Context: an optimization exercise on an open-source flow, tuned for small area. The choices shown serve that exercise and are no tape-out recipe. The RTL was checked by simulation tests, not by an equivalence proof against the original design. Power and IR drop assume default switching activity.

<file path="design.v">
package cpu_pkg;
    localparam int DATA_W     = 32;
    localparam int INST_W     = 32;
    localparam int REG_ADDR_W = 5;
    localparam int REG_NUM    = 32;
    localparam int SHAMT_W    = 5;
    localparam int ALU_OP_W   = 4;
    localparam int WB_ADR_W   = 6;
    typedef logic [DATA_W-1:0]     data_t;
    typedef logic [INST_W-1:0]     inst_t;
    typedef logic [REG_ADDR_W-1:0] reg_addr_t;
    typedef logic [SHAMT_W-1:0]    shamt_t;
    typedef logic [ALU_OP_W-1:0]   alu_op_t;
    typedef logic [WB_ADR_W-1:0]   wb_adr_t;
    typedef enum logic {
        WB_IDLE,
        WB_ACK
    } wb_state_e;
    localparam logic [5:0] OP_SPECIAL = 6'b000000;
    localparam logic [5:0] OP_ADDI    = 6'b001000;
    localparam logic [5:0] OP_ADDIU   = 6'b001001;
    localparam logic [5:0] OP_SLTI    = 6'b001010;
    localparam logic [5:0] OP_SLTIU   = 6'b001011;
    localparam logic [5:0] OP_ANDI    = 6'b001100;
    localparam logic [5:0] OP_ORI     = 6'b001101;
    localparam logic [5:0] OP_XORI    = 6'b001110;
    localparam logic [5:0] OP_LUI     = 6'b001111;
    localparam logic [5:0] FN_SLL  = 6'b000000;
    localparam logic [5:0] FN_SRL  = 6'b000010;
    localparam logic [5:0] FN_SRA  = 6'b000011;
    localparam logic [5:0] FN_SLLV = 6'b000100;
    localparam logic [5:0] FN_SRLV = 6'b000110;
    localparam logic [5:0] FN_SRAV = 6'b000111;
    localparam logic [5:0] FN_ADD  = 6'b100000;
    localparam logic [5:0] FN_ADDU = 6'b100001;
    localparam logic [5:0] FN_SUB  = 6'b100010;
    localparam logic [5:0] FN_SUBU = 6'b100011;
    localparam logic [5:0] FN_AND  = 6'b100100;
    localparam logic [5:0] FN_OR   = 6'b100101;
    localparam logic [5:0] FN_XOR  = 6'b100110;
    localparam logic [5:0] FN_NOR  = 6'b100111;
    localparam logic [5:0] FN_SLT  = 6'b101010;
    localparam logic [5:0] FN_SLTU = 6'b101011;
    localparam alu_op_t ALU_NOP  = 4'd0;
    localparam alu_op_t ALU_OR   = 4'd1;
    localparam alu_op_t ALU_AND  = 4'd2;
    localparam alu_op_t ALU_XOR  = 4'd3;
    localparam alu_op_t ALU_NOR  = 4'd4;
    localparam alu_op_t ALU_SLL  = 4'd5;
    localparam alu_op_t ALU_SRL  = 4'd6;
    localparam alu_op_t ALU_SRA  = 4'd7;
    localparam alu_op_t ALU_ADD  = 4'd8;
    localparam alu_op_t ALU_SUB  = 4'd9;
    localparam alu_op_t ALU_SLT  = 4'd10;
    localparam alu_op_t ALU_SLTU = 4'd11;
    localparam data_t ZERO_WORD = '0;
    localparam wb_adr_t INST_ADR    = 6'd0;
    localparam int      REG_ADR_BIT = 5;         
endpackage
`timescale 1ns/100ps
import cpu_pkg::*;
module wb_slave (
    input  logic               clk_i,
    input  logic               rst_n_i,
    input  logic               wb_cyc_i,
    input  logic               wb_stb_i,
    input  logic               wb_we_i,
    input  cpu_pkg::wb_adr_t   wb_adr_i,
    input  cpu_pkg::inst_t     wb_dat_i,
    input  cpu_pkg::data_t     rd_data_i,
    output cpu_pkg::data_t     wb_dat_o,
    output logic               wb_ack_o,
    output logic               inst_valid_o,
    output cpu_pkg::inst_t     inst_o,
    output cpu_pkg::reg_addr_t rd_addr_o
);
    cpu_pkg::wb_state_e state_q;
    cpu_pkg::wb_state_e state_d;
    logic      reg_read;
    always_comb begin
        state_d = state_q;
        case (state_q)
            WB_IDLE: begin
                if (wb_cyc_i && wb_stb_i) begin
                    state_d = WB_ACK;
                end
            end
            default: begin
                state_d = WB_IDLE;   
            end
        endcase
    end
    always_ff @(posedge clk_i) begin
        if (!rst_n_i) begin
            state_q <= WB_IDLE;
        end else begin
            state_q <= state_d;
        end
    end
    assign wb_ack_o = (state_q == WB_ACK) && wb_cyc_i && wb_stb_i;
    assign inst_valid_o = wb_ack_o && wb_we_i && (wb_adr_i == INST_ADR);
    assign inst_o       = wb_dat_i;
    assign reg_read  = wb_ack_o && !wb_we_i && wb_adr_i[REG_ADR_BIT];
    assign rd_addr_o = wb_adr_i[REG_ADDR_W-1:0];
    assign wb_dat_o  = reg_read ? rd_data_i : ZERO_WORD;   
endmodule
`timescale 1ns/100ps
import cpu_pkg::*;
module inst_decoder (
    input  logic               inst_valid_i,
    input  cpu_pkg::inst_t     inst_i,
    input  cpu_pkg::data_t     reg1_data_i,
    input  cpu_pkg::data_t     reg2_data_i,
    input  logic               ex_wreg_i,
    input  cpu_pkg::reg_addr_t ex_wd_i,
    input  cpu_pkg::data_t     ex_wdata_i,
    output cpu_pkg::reg_addr_t reg1_addr_o,
    output cpu_pkg::reg_addr_t reg2_addr_o,
    output cpu_pkg::alu_op_t   aluop_o,
    output cpu_pkg::data_t     reg1_o,
    output cpu_pkg::data_t     reg2_o,
    output cpu_pkg::reg_addr_t wd_o,
    output logic               wreg_o
);
    logic [5:0] op;
    logic [5:0] funct;
    cpu_pkg::reg_addr_t  rs;
    cpu_pkg::reg_addr_t  rt;
    cpu_pkg::reg_addr_t  rd;
    cpu_pkg::shamt_t     sa;
    logic [15:0] imm16;
    cpu_pkg::data_t      imm;
    logic       reg1_read;
    logic       reg2_read;
    assign op    = inst_i[31:26];
    assign rs    = inst_i[25:21];
    assign rt    = inst_i[20:16];
    assign rd    = inst_i[15:11];
    assign sa    = inst_i[10:6];
    assign funct = inst_i[5:0];
    assign imm16 = inst_i[15:0];
    assign reg1_addr_o = rs;
    assign reg2_addr_o = rt;
    function automatic cpu_pkg::data_t pick_operand(input logic rd_en, input cpu_pkg::reg_addr_t addr,
                                           input cpu_pkg::data_t rf_data, input cpu_pkg::data_t imm_val,
                                           input logic fwd_en, input cpu_pkg::reg_addr_t fwd_addr,
                                           input cpu_pkg::data_t fwd_data);
        pick_operand = (rd_en && fwd_en && (fwd_addr == addr)) ? fwd_data :
                       rd_en                                   ? rf_data  : imm_val;
    endfunction
    always_comb begin
        aluop_o   = ALU_NOP;
        wd_o      = rd;
        reg1_read = 1'b0;
        reg2_read = 1'b0;
        imm       = ZERO_WORD;
        case (op)
            OP_SPECIAL: begin
                reg1_read = 1'b1;
                reg2_read = 1'b1;
                case (funct)
                    FN_SLL:          aluop_o = ALU_SLL;
                    FN_SRL:          aluop_o = ALU_SRL;
                    FN_SRA:          aluop_o = ALU_SRA;
                    FN_SLLV:         aluop_o = ALU_SLL;
                    FN_SRLV:         aluop_o = ALU_SRL;
                    FN_SRAV:         aluop_o = ALU_SRA;
                    FN_OR:           aluop_o = ALU_OR;
                    FN_AND:          aluop_o = ALU_AND;
                    FN_XOR:          aluop_o = ALU_XOR;
                    FN_NOR:          aluop_o = ALU_NOR;
                    FN_ADD, FN_ADDU: aluop_o = ALU_ADD;
                    FN_SUB, FN_SUBU: aluop_o = ALU_SUB;
                    FN_SLT:          aluop_o = ALU_SLT;
                    FN_SLTU:         aluop_o = ALU_SLTU;
                    default:         aluop_o = ALU_NOP;
                endcase
                if ((funct == FN_SLL) || (funct == FN_SRL) || (funct == FN_SRA)) begin
                    reg1_read = 1'b0;            
                    imm[SHAMT_W-1:0] = sa;
                    if (rs != '0) begin
                        aluop_o = ALU_NOP;
                    end
                end else if (sa != '0) begin
                    aluop_o = ALU_NOP;
                end
            end
            OP_ORI, OP_ANDI, OP_XORI: begin
                reg1_read = 1'b1;
                wd_o      = rt;
                imm       = {16'h0, imm16};
                aluop_o   = (op == OP_ORI) ? ALU_OR : (op == OP_ANDI) ? ALU_AND : ALU_XOR;
            end
            OP_LUI: begin
                wd_o    = rt;
                imm     = {imm16, 16'h0};    
                aluop_o = ALU_OR;
            end
            OP_ADDI, OP_ADDIU, OP_SLTI, OP_SLTIU: begin
                reg1_read = 1'b1;
                wd_o      = rt;
                imm       = {{16{imm16[15]}}, imm16};
                aluop_o   = (op == OP_SLTI) ? ALU_SLT : (op == OP_SLTIU) ? ALU_SLTU : ALU_ADD;
            end
            default: begin
            end
        endcase
    end
    assign wreg_o = inst_valid_i && (aluop_o != ALU_NOP) && (wd_o != '0);
    assign reg1_o = pick_operand(reg1_read, rs, reg1_data_i, imm, ex_wreg_i, ex_wd_i, ex_wdata_i);
    assign reg2_o = pick_operand(reg2_read, rt, reg2_data_i, imm, ex_wreg_i, ex_wd_i, ex_wdata_i);
endmodule
`timescale 1ns/100ps
import cpu_pkg::*;
module reg_file (
    input  logic               clk_i,
    input  logic               rst_n_i,
    input  logic               we_i,
    input  cpu_pkg::reg_addr_t waddr_i,
    input  cpu_pkg::data_t     wdata_i,
    input  cpu_pkg::reg_addr_t raddr1_i,
    input  cpu_pkg::reg_addr_t raddr2_i,
    input  cpu_pkg::reg_addr_t raddr3_i,
    output cpu_pkg::data_t     rdata1_o,
    output cpu_pkg::data_t     rdata2_o,
    output cpu_pkg::data_t     rdata3_o
);
    cpu_pkg::data_t regs [REG_NUM];
    always_ff @(posedge clk_i) begin
        if (!rst_n_i) begin
            for (int i = 0; i < REG_NUM; i++) begin
                regs[i] <= ZERO_WORD;
            end
        end else if (we_i && (waddr_i != '0)) begin
            regs[waddr_i] <= wdata_i;
        end
    end
    function automatic cpu_pkg::data_t read_reg(input cpu_pkg::reg_addr_t addr);
        read_reg = (addr == '0) ? ZERO_WORD : regs[addr];
    endfunction
    assign rdata1_o = read_reg(raddr1_i);
    assign rdata2_o = read_reg(raddr2_i);
    assign rdata3_o = read_reg(raddr3_i);   
endmodule
`timescale 1ns/100ps
module id_ex_reg (
    input  logic               clk_i,
    input  logic               rst_n_i,
    input  logic               valid_i,
    input  cpu_pkg::alu_op_t   aluop_i,
    input  cpu_pkg::data_t     reg1_i,
    input  cpu_pkg::data_t     reg2_i,
    input  cpu_pkg::reg_addr_t wd_i,
    input  logic               wreg_i,
    output logic               valid_o,
    output cpu_pkg::alu_op_t   aluop_o,
    output cpu_pkg::data_t     reg1_o,
    output cpu_pkg::data_t     reg2_o,
    output cpu_pkg::reg_addr_t wd_o,
    output logic               wreg_o
);
    always_ff @(posedge clk_i) begin
        if (!rst_n_i) begin
            valid_o <= 1'b0;
            wreg_o  <= 1'b0;
        end else begin
            valid_o <= valid_i;
            wreg_o  <= wreg_i;
        end
    end
    always_ff @(posedge clk_i) begin
        aluop_o <= aluop_i;
        reg1_o  <= reg1_i;    
        reg2_o  <= reg2_i;
        wd_o    <= wd_i;
    end
endmodule
`timescale 1ns/100ps
import cpu_pkg::*;
module exec_unit (
    input  logic               valid_i,
    input  cpu_pkg::alu_op_t   aluop_i,
    input  cpu_pkg::data_t     reg1_i,
    input  cpu_pkg::data_t     reg2_i,
    input  cpu_pkg::reg_addr_t wd_i,
    input  logic               wreg_i,
    output logic               ex_wreg_o,
    output cpu_pkg::reg_addr_t ex_wd_o,
    output cpu_pkg::data_t     ex_wdata_o
);
    cpu_pkg::shamt_t shamt;
    cpu_pkg::data_t  result;
    assign shamt = reg1_i[SHAMT_W-1:0];     
    always_comb begin
        case (aluop_i)
            ALU_OR: begin
                result = reg1_i | reg2_i;
            end
            ALU_AND: begin
                result = reg1_i & reg2_i;
            end
            ALU_XOR: begin
                result = reg1_i ^ reg2_i;
            end
            ALU_NOR: begin
                result = ~(reg1_i | reg2_i);
            end
            ALU_SLL: begin
                result = reg2_i << shamt;
            end
            ALU_SRL: begin
                result = reg2_i >> shamt;
            end
            ALU_SRA: begin
                result = 32'($signed(reg2_i) >>> shamt);
            end
            ALU_ADD: begin
                result = reg1_i + reg2_i;      
            end
            ALU_SUB: begin
                result = reg1_i - reg2_i;
            end
            ALU_SLT: begin
                result = 32'($signed(reg1_i) < $signed(reg2_i));
            end
            ALU_SLTU: begin
                result = 32'(reg1_i < reg2_i);
            end
            default: begin
                result = ZERO_WORD;
            end
        endcase
    end
    assign ex_wreg_o  = valid_i && wreg_i;
    assign ex_wd_o    = wd_i;
    assign ex_wdata_o = result;
endmodule
`timescale 1ns/100ps
import cpu_pkg::*;
module mips_core_top (
    input  logic             clk_i,
    input  logic             rst_n_i,
    input  logic             wb_cyc_i,
    input  logic             wb_stb_i,
    input  logic             wb_we_i,
    input  cpu_pkg::wb_adr_t wb_adr_i,
    input  cpu_pkg::data_t   wb_dat_i,
    output cpu_pkg::data_t   wb_dat_o,
    output logic             wb_ack_o
);
    logic      inst_valid;
    cpu_pkg::inst_t     inst;
    cpu_pkg::reg_addr_t bus_rd_addr;
    cpu_pkg::data_t     bus_rd_data;
    cpu_pkg::reg_addr_t reg1_addr;
    cpu_pkg::reg_addr_t reg2_addr;
    cpu_pkg::data_t     reg1_data;
    cpu_pkg::data_t     reg2_data;
    cpu_pkg::alu_op_t   id_aluop;
    cpu_pkg::data_t     id_reg1;
    cpu_pkg::data_t     id_reg2;
    cpu_pkg::reg_addr_t id_wd;
    logic      id_wreg;
    logic      ex_valid;
    cpu_pkg::alu_op_t   ex_aluop;
    cpu_pkg::data_t     ex_reg1;
    cpu_pkg::data_t     ex_reg2;
    cpu_pkg::reg_addr_t ex_wd_in;
    logic      ex_wreg_in;
    logic      ex_wreg;
    cpu_pkg::reg_addr_t ex_wd;
    cpu_pkg::data_t     ex_wdata;
    wb_slave u_wb_slave (
        .clk_i        (clk_i),
        .rst_n_i      (rst_n_i),
        .wb_cyc_i     (wb_cyc_i),
        .wb_stb_i     (wb_stb_i),
        .wb_we_i      (wb_we_i),
        .wb_adr_i     (wb_adr_i),
        .wb_dat_i     (wb_dat_i),
        .rd_data_i    (bus_rd_data),
        .wb_dat_o     (wb_dat_o),
        .wb_ack_o     (wb_ack_o),
        .inst_valid_o (inst_valid),
        .inst_o       (inst),
        .rd_addr_o    (bus_rd_addr)
    );
    inst_decoder u_inst_decoder (
        .inst_valid_i (inst_valid),
        .inst_i       (inst),
        .reg1_data_i  (reg1_data),
        .reg2_data_i  (reg2_data),
        .ex_wreg_i    (ex_wreg),
        .ex_wd_i      (ex_wd),
        .ex_wdata_i   (ex_wdata),
        .reg1_addr_o  (reg1_addr),
        .reg2_addr_o  (reg2_addr),
        .aluop_o      (id_aluop),
        .reg1_o       (id_reg1),
        .reg2_o       (id_reg2),
        .wd_o         (id_wd),
        .wreg_o       (id_wreg)
    );
    reg_file u_reg_file (
        .clk_i    (clk_i),
        .rst_n_i  (rst_n_i),
        .we_i     (ex_wreg),
        .waddr_i  (ex_wd),
        .wdata_i  (ex_wdata),
        .raddr1_i (reg1_addr),
        .raddr2_i (reg2_addr),
        .raddr3_i (bus_rd_addr),
        .rdata1_o (reg1_data),
        .rdata2_o (reg2_data),
        .rdata3_o (bus_rd_data)
    );
    id_ex_reg u_id_ex_reg (
        .clk_i   (clk_i),
        .rst_n_i (rst_n_i),
        .valid_i (inst_valid),
        .aluop_i (id_aluop),
        .reg1_i  (id_reg1),
        .reg2_i  (id_reg2),
        .wd_i    (id_wd),
        .wreg_i  (id_wreg),
        .valid_o (ex_valid),
        .aluop_o (ex_aluop),
        .reg1_o  (ex_reg1),
        .reg2_o  (ex_reg2),
        .wd_o    (ex_wd_in),
        .wreg_o  (ex_wreg_in)
    );
    exec_unit u_exec_unit (
        .valid_i    (ex_valid),
        .aluop_i    (ex_aluop),
        .reg1_i     (ex_reg1),
        .reg2_i     (ex_reg2),
        .wd_i       (ex_wd_in),
        .wreg_i     (ex_wreg_in),
        .ex_wreg_o  (ex_wreg),
        .ex_wd_o    (ex_wd),
        .ex_wdata_o (ex_wdata)
    );
endmodule
</file>
<file path="config.mk">
export PLATFORM = sky130hd
export DESIGN_NAME = mips_core_top
export DESIGN_NICKNAME = mips_core_top
export VERILOG_FILES = /design/flow/design.v
export SDC_FILE = /design/flow/constraint.sdc
export NUM_CORES = 4
export LEC_CHECK = 0
export CAP_MARGIN = 20
export CORE_MARGIN = 2
export CORE_UTILIZATION = 40
export SLEW_MARGIN = 20
</file>
<file path="run.sh">
#!/bin/bash
# synth_recipe.tcl (not shown) runs the flow's synth.tcl, then flattens the netlist and writes it again
# the make line also repeats each setting of config.mk as NAME=value (left out here)
make -C /OpenROAD-flow-scripts/flow DESIGN_CONFIG=/design/flow/config.mk WORK_HOME=/design/flow/orfs CLKGATE_MAP_FILE= SYNTH_SCRIPT=/design/flow/synth_recipe.tcl finish
</file>
<file path="constraint.sdc">
create_clock -name core_clock -period 6.0 [get_ports {clk_i}]
set_input_delay 1.2000 -clock core_clock [delete_from_list [all_inputs] [get_ports {clk_i}]]
set_output_delay 1.2000 -clock core_clock [all_outputs]
set_load 0.01 [all_outputs]
</file>
==> notes.md <==
[logic make-up (layout without fill, tap and decap cells)]
family / Yosys count / in the layout / share of synthesized area
mux: 1206 / 1206 / 0.328
fa+ha+maj: 102 / 102 / 0.0180
other cells: 1 / 36 / 0.0000524
compound gates: 733 / 733 / 0.0720
buf+inv: 680 / 616 / 0.0378
flops: 1100 / 1100 / 0.451
xor+xnor: 19 / 19 / 0.00232
simple gates: 1624 / 1624 / 0.0914
[cell type report]
type | count | area (um2) | share of cell area
diodes | 4 | 10.0 | 0.000126
clock buffers | 134 | 2890 | 0.0364
clock inverters | 66 | 621 | 0.00781
inverters | 102 | 383 | 0.00482
multi-input cells | 3716 | 37300 | 0.469
flip-flops and latches | 1100 | 32300 | 0.406
well taps | 2355 | 2950 | 0.0371
repair buffers | 314 | 3080 | 0.0387
[worst reg2reg max path, delay by kind of cell, from the launching register on]
family	cells	cell delay, ps
AOI/OAI and AO/OA	6	2570
xor gates and xnor gates	1	150
adders and majority gates	1	590
buffers and inverters	1	410
DFF	1	660
and+or+nand+nor	2	300
[power groups by stage]
stage	sequential [mW]	combinational (mW)	clock, mW
after global placement	9.03	3.12	0
after global routing	8.90	3.32	7.23
after detailed placement	9.03	3.14	0
after CTS	8.87	3.15	6.97
after floorplan	8.92	2.02	0
final	8.89	3.23	6.96
[cell usage in the layout, fill, tap and decap left out, types with 30 or more instances in the layout]
cell	synthesis	final
sky130_fd_sc_hd__nor2_1	1215	1212
sky130_fd_sc_hd__ha_1	100	100
sky130_fd_sc_hd__nand2_2	0	56
sky130_fd_sc_hd__o211ai_1	30	30
sky130_fd_sc_hd__o21ai_0	110	108
sky130_fd_sc_hd__mux2_2	67	67
sky130_fd_sc_hd__mux2i_1	235	235
sky130_fd_sc_hd__dfxtp_1	76	72
sky130_fd_sc_hd__a21oi_1	176	170
sky130_fd_sc_hd__conb_1	1	32
sky130_fd_sc_hd__buf_4	7	204
sky130_fd_sc_hd__nand2_1	210	147
sky130_fd_sc_hd__mux4_2	904	904
sky130_fd_sc_hd__nand3_1	36	36
sky130_fd_sc_hd__o221ai_1	48	48
sky130_fd_sc_hd__a221oi_1	71	71
sky130_fd_sc_hd__o22ai_1	54	54
sky130_fd_sc_hd__clkdlybuf4s50_1	0	59
sky130_fd_sc_hd__clkbuf_16	0	110
sky130_fd_sc_hd__edfxtp_1	1024	1024
sky130_fd_sc_hd__buf_12	0	42
sky130_fd_sc_hd__nor3_1	41	36
sky130_fd_sc_hd__inv_1	97	96
sky130_fd_sc_hd__a211oi_1	43	37
[state kept, by name, summed over array words and instances (netlist names)]
register / cells
u_id_ex_reg.valid_o: 1
u_id_ex_reg.wreg_o: 1
u_id_ex_reg.reg1_o: 32
u_id_ex_reg.aluop_o: 4
u_id_ex_reg.wd_o: 5
u_wb_slave.state_q: 1
u_reg_file.regs: 1024
u_id_ex_reg.reg2_o: 32
[final timing paths]
| check | from | endpoint | depth (start not counted) | slack, ps |
|---|---|---|---|---|
| setup / recovery | wb_adr_i[1] | wb_dat_o[18] | 8 | 460 |
| hold / removal | u_wb_slave.state_q | u_wb_slave.state_q | 1 | 420 |
| setup reg to reg | u_id_ex_reg.reg2_o[0] | u_reg_file.regs[20][29] | 11 | 1060 |
| hold reg to reg | u_wb_slave.state_q | u_wb_slave.state_q | 1 | 420 |
[metrics by stage]
stage | cells | worst slack (ps)
2_1_floorplan | 5496 | 1150
3_3_place_gp | 7587 | 502
3_5_place_dp | 7587 | 453
4_1_cts | 7787 | 451
5_1_grt | 7787 | 411
6_report | 7791 | 458
[routing by layer]
metal  global-route usage  vias to the layer above  wire length (um)
met3               0.0956                     1021             40900
met1                0.400                    28200             99500
met2                0.492                     4850            134000
li1                     -                    21200                 -
met5                    0                        -                73
met4                0.202                       12             21600
==> notes.md <==
| Parameter | Reported | Unit |
|:---|:---|:---|
| Status | timing/DRC/antenna clean | - |
| Comb power frac | 0.169 | - |
| Clk latency of the worst-skew pair | 750 | ps |
| Final standard cell utilization of the core | 0.446 | - |
| Yosys cell types | 83 | - |
| Aggregate routed wire length | 296000 | um |
| Total leakage power | 26.2 | nW |
| Power share of the clock group | 0.365 | - |
| Post-CTS Setup Bufs | 0 | - |
| Number of buffers and inverters on the critical path | 4 | - |
| Pin count of the biggest net entering global routing | 84 | - |
| Average cell area after synthesis | 13.1 | um2 |
| CP required | 4800 | ps |
| Number of clock sinks | 1100 | - |
| Total number of vias | 55300 | - |
| Total clock buffers created by CTS | 108 | - |
| Final Hold Viols | 0 | - |
| Sw frac | 0.277 | - |
| Syn Std Cell Area | 0.0716 | mm2 |
| Cell type of the slowest stage on the worst timing path | sky130_fd_sc_hd__mux2i_1 | - |
| Relative contribution of sequential cells to total power | 0.466 | - |
| Post-detailed-route count of antenna-violating nets | 0 | - |
| CP Capture Type | primary output | - |
| Final period demand of the worst path | 5540 | ps |
| Worst Max-Slew Pin Slew | 1160 | ps |
| Number of enable flip-flop cells after synthesis | 1024 | - |
| Root Buffer Master | sky130_fd_sc_hd__clkbuf_16 | - |
| Number of global-route vias before repair | 53300 | - |
| Most prevalent standard cell on the critical path | sky130_fd_sc_hd__mux4_2 | - |
| TritonCTS clock tree | yes | - |
| Signed area change from the synthesized netlist to the final layout | 11.0 | % |
| Number of standard cells after synthesis | 5465 | - |
| YS warnings | 5 | - |
| Top FF cell, synth | sky130_fd_sc_hd__edfxtp_1 | - |
| Iter 0 DRT Violations | 9194 | - |
| Total of hold buffers inserted after clock tree synthesis | 0 | - |
| Antenna violations before repair | 12 | - |
| Final estimated routing congestion in global placement | 0.952 | - |
| Post-DR wirelength/cell | 38.0 | um |
| Area share of the leading cell type in the synthesized netlist | 0.429 | - |
| Delay-heaviest family, CP | buffers and inverters | - |
| Setup repair after global routing missed its margin | false | - |
| Cell-internal power | 13.8 | mW |
| Hold Path Class | flop to flop | - |
| Number of buffer cells added on primary ports | 75 | - |
| Htree depth | 3 | - |
| Worst path cell trace | buf_8, buf_12, mux4_2, mux4_2, mux2i_1, buf_4, nor2_1, clkdlybuf4s50_1 | - |
| Fillers | 15700 | - |
| P_sw | 5.29 | mW |
| Final clock skew | 27.0 | ps |
| Initial cell density of the core | 0.402 | - |
| Final Slew Violations | 0 | - |
| Crit Path Class | input port to primary output | - |
| Smallest hold slack | 418 | ps |
| Die Span X | 427 | um |
| Sequential-to-total area share from yosys stat | 0.451 | - |
| Fraction of layout cells with a size suffix above 1 | 0.281 | - |
| Total global routing overflow | 0 | - |
| Total GRT Usage | 0.322 | - |
| Chip height | 427 | um |
| Final-layout setup total negative slack | 0 | ps |
| Post-place instance area | 0.0760 | mm2 |
| Detailed Routing Iterations Pass 1 | 6 | - |
| Worst-path clk slew | 60 | ps |
| Max Clock Freq | 180 | MHz |
| Final setup violation count | 0 | - |
| Wire length of the first global-routing pass | 413000 | um |
| Top post-synthesis cells by area | sky130_fd_sc_hd__edfxtp_1 43%, sky130_fd_sc_hd__mux4_2 28%, sky130_fd_sc_hd__nor2_1 6.4%, sky130_fd_sc_hd__mux2i_1 3.3%, sky130_fd_sc_hd__dfxtp_1 2.1% | - |
| Synthesis-stage register bit count | 1100 | - |
| Type of element launching the critical path | input port | - |
| Total Power | 19.1 | mW |
| Peak supply drop | 221 | uV |
| Relative slew margins | 0.226 | - |
| CTS resizes | 0 | - |
| Worst-path maximum fanout | 56 | - |
| Number of maximum-capacitance constraint violations | 0 | - |
| Worst stage delay on the critical path | 600 | ps |
| Fin nets | 5487 | - |
| Cell with the most instances after synthesis | sky130_fd_sc_hd__nor2_1 | - |
| Top cells by count, synth | 1215 x sky130_fd_sc_hd__nor2_1, 1024 x sky130_fd_sc_hd__edfxtp_1, 904 x sky130_fd_sc_hd__mux4_2 | - |
| Design Area, Final | 0.0795 | mm2 |
| Final worst path period share | 0.924 | - |
| Post-DP HPWL | 182000 | um |
| Number of vias per cell | 7.10 | - |
| Area of the core | 0.178 | mm2 |
| Core Rows | 155 | - |
| Pwr per Cell Area | 240 | mW/mm2 |
| Data arrival time of the critical path | 4340 | ps |
| Clk buf depth | 3 | - |
| IO Pins | 76 | - |
| DRC errors left | 0 | - |
| Post-synth ARST share | 0 | - |
| Library cell occupying the most area in the post-synthesis netlist | sky130_fd_sc_hd__edfxtp_1 | - |
| Overall die area | 0.182 | mm2 |

-- separate check: timing with driven ports --
Ports are ideal in the flow. The routed layout listed here was re-timed in OpenROAD. Step 1 (the two cells are an assumption about what drives the block):
set clk [get_ports {clk_i}]
set_driving_cell -lib_cell sky130_fd_sc_hd__clkbuf_16 $clk
set_driving_cell -lib_cell sky130_fd_sc_hd__buf_2 [delete_from_list [all_inputs] $clk]
Step 2 adds t to the input delays and takes it off the output delays; t is the mean of the earliest and latest rising clock arrival at the registers after step 1. Input paths then give back, and output paths get back, about the clock's delay inside the block. Slacks: ideal ports / drivers / drivers and shift; pairs: ideal ports / drivers.
t, ns: 0.800
slack for setup (ns): 0.458 / 0.393 / 0.393
cell pins on the clock port's net: 1
After both steps setup and hold are still met in this run. For this run, drivers alone change the setup slack by -0.065 ns; drivers and shift together by -0.065 ns.
